From an optimization exercise on the open Yosys and OpenROAD flow, aimed at small area, a short achievable clock period and few clock cycles per item; shortcuts taken in it are not production practice.
Function was checked by simulation only, so behaviour that the tests miss may differ from the original.
No activity file was given, so power comes from the tool's default toggle rates.

==> flow/design.v (excerpt) <==
module execCluster
(
    input  logic           clk,
    input  logic           rst,
    input  logic           inValid,
    output logic           inReady,
    input  logic [128:0]   inPkt,      
    output logic           outValid,
    input  logic           outReady,
    output logic [136:0]   outPkt      
);
==> flow/config.mk <==
export PLATFORM = sky130hd
export DESIGN_NAME = execCluster
export DESIGN_NICKNAME = execCluster
export VERILOG_FILES = /design/flow/design.v
export SDC_FILE = /design/flow/constraint.sdc
export NUM_CORES = 4
export LEC_CHECK = 0
export ABC_CLOCK_PERIOD_IN_PS = 2000
export CAP_MARGIN = 20
export CORE_MARGIN = 2
export CORE_UTILIZATION = 50
export CTS_CLUSTER_DIAMETER = 100
export CTS_CLUSTER_SIZE = 30
export GPL_ROUTABILITY_DRIVEN = 0
export PLACE_DENSITY = 0.65
export SETUP_SLACK_MARGIN = 3.3
export SLEW_MARGIN = 20
==> flow/constraint.sdc <==
create_clock -name core_clock -period 6.5 [get_ports {clk}]
set_input_delay 1.3000 -clock core_clock [delete_from_list [all_inputs] [get_ports {clk}]]
set_output_delay 1.3000 -clock core_clock [all_outputs]
set_load 0.01 [all_outputs]
standard.sh (not shown) runs the stock make flow with config.mk's settings and CLKGATE_MAP_FILE= SYNTH_SCRIPT=/design/flow/synth_recipe.tcl, a recipe that flattens the netlist after the stock synthesis.
==> flow/flow/run.sh <==
#!/bin/bash
# The standard ORFS layout, with the smallest buffer as the port buffer
# cell (every input and output port still gets its own buffer).
set -euo pipefail
bash standard.sh "BUFFER_PORTS_ARGS=-buffer_cell sky130_fd_sc_hd__buf_1" finish > standard_flow.log 2>&1
The baseline ran to the end with no violations.
Testbench counts at the start, summed over its fixed seeds: cycles 8,299, items 7,200.
Next try:
Settings changed: CORE_UTILIZATION 50 to 60, CTS_CLUSTER_DIAMETER 100 to unset, CTS_CLUSTER_SIZE 30 to unset, GPL_ROUTABILITY_DRIVEN 0 to unset, PLACE_DENSITY 0.65 to 0.7, SETUP_SLACK_MARGIN 3.3 to 2.9.
Result: First-iteration DRC count went down by 19%; via count went up by 1.4%; utilization went up by 11 points; non-clock buffer count went down by 30; routed wire length went up by 4.3%; synthesized cell count is unchanged; setup slack degrades by 0.31 ns.
Next try:
Settings changed: CORE_UTILIZATION 60 to 70, PLACE_DENSITY 0.7 to 0.8, SETUP_SLACK_MARGIN 2.9 to 3.3.
Outcome: Clock power came out higher by 8.0%. Critical path depth came out higher by 1. Design area came out higher by 2.1%. Setup slack got worse by 0.10 ns.
Next try:
Settings changed: CORE_UTILIZATION 70 to 50, CTS_CLUSTER_DIAMETER set to 100, CTS_CLUSTER_SIZE set to 30, GPL_ROUTABILITY_DRIVEN set to 0, PLACE_DENSITY 0.8 to 0.65, SETUP_SLACK_MARGIN 3.3 to 3.5.
=> The changed run ran to the end with no violations; design area rises slightly; final cell count grows by a few percent; worst hold slack is about the same; setup slack improves by 0.52 ns; flip-flop and latch count does not change; count of clock-buffer cells in the layout drops by 24; routed wire length decreases by about a fifth; clock skew went down by 0.016 ns; via count went down by roughly a tenth; power shrinks by roughly a tenth; global-route usage went down by 19 points.

---

execCluster again, from the RTL that the note above started with.
Settings: LEC_CHECK=0, ABC_CLOCK_PERIOD_IN_PS=2000, CAP_MARGIN=20, CORE_MARGIN=2, CORE_UTILIZATION=60, CTS_CLUSTER_DIAMETER=100, CTS_CLUSTER_SIZE=30, PLACE_DENSITY=0.7, SETUP_SLACK_MARGIN=3.3, SLEW_MARGIN=20; clock period 6.5 ns.
Scripts as last shown in full above: flow/flow/run.sh
Testbench counts at the start, summed over its fixed seeds: cycles 8,299, items 7,200.
Next try:
- CORE_UTILIZATION: 60 -> 55
- SETUP_SLACK_MARGIN: 3.3 -> 3.6
After rerunning:
- clock power stays flat
- final area grows by 6.4%
- area after synthesis is unchanged
- combinational power came out higher by 22%
- power goes up by 8.1%
Next try:
- SETUP_SLACK_MARGIN: 3.6 -> 3.5
What happened:
- The changed run completed without violations
- synthesized cell count is unchanged
- clock-buffer cell count stays the same
- synthesized area does not change
- cell area falls by 2.5%
- wire length shrinks by 2.0%
Next try:
- CORE_UTILIZATION: 55 -> 50
- PLACE_DENSITY: 0.7 -> 0.65
- SETUP_SLACK_MARGIN: 3.5 -> 3.8
Effect:
- total power rises by about 15%
- clock power came out higher by about 2%
- critical path depth does not change
- design area climbs by 14%
- non-clock buffer count went up by 203
- flip-flop and latch count stays the same
- via count came out higher by 7.2%
Next try:
- SETUP_SLACK_MARGIN: 3.8 -> 3.3
Utilization decreases by 9.9 points.
Global-route usage went down by 4.1 points.
Synthesized area stays the same.
Worst hold slack hardly moves.
Power is lower by 16%.
Wire length fell by 14%.

-- separate check: timing with driven ports --
The flow's constraints put no driver on any port. The routed layouts listed below were extracted and timed again, unchanged, in two steps.
Step 1 (the two cells are an assumption about what drives the block):
set clk [get_ports {clk}]
set_driving_cell -lib_cell sky130_fd_sc_hd__clkbuf_16 $clk
set_driving_cell -lib_cell sky130_fd_sc_hd__buf_2 [delete_from_list [all_inputs] $clk]
Step 2 also shifts input and output timing later by t, the mid clock arrival at the registers, as if the neighbouring blocks saw the same clock.
Three values: ideal, step 1, step 2; two values: the first two.
run | t, ns | setup WS [ns] | hold slack, ns | cell pins on the clock port's net
the first run of note 1 | 0.679 | 3.283 / 3.283 / 3.158 | 0.426 / 0.426 / 0.426 | 1
the second run of note 1 | 0.678 | 2.971 / 2.971 / 2.971 | 0.417 / 0.417 / 0.417 | 1
the third run of note 1 | 0.697 | 2.866 / 2.866 / 2.866 | 0.429 / 0.429 / 0.429 | 1
the fourth run of note 1 | 0.681 | 3.390 / 3.324 / 3.156 | 0.427 / 0.427 / 0.427 | 1
the first run of note 2 | 0.638 | 3.250 / 3.250 / 3.119 | 0.418 / 0.418 / 0.418 | 1
the second run of note 2 | 0.676 | 3.401 / 3.338 / 3.106 | 0.417 / 0.417 / 0.417 | 1
the third run of note 2 | 0.674 | 3.402 / 3.341 / 3.107 | 0.418 / 0.418 / 0.418 | 1
the fourth run of note 2 | 0.668 | 3.437 / 3.372 / 3.380 | 0.427 / 0.427 / 0.427 | 1
the fifth run of note 2 | 0.669 | 3.318 / 3.260 / 3.215 | 0.426 / 0.426 / 0.426 | 1
After both steps setup and hold are still met in every run listed.
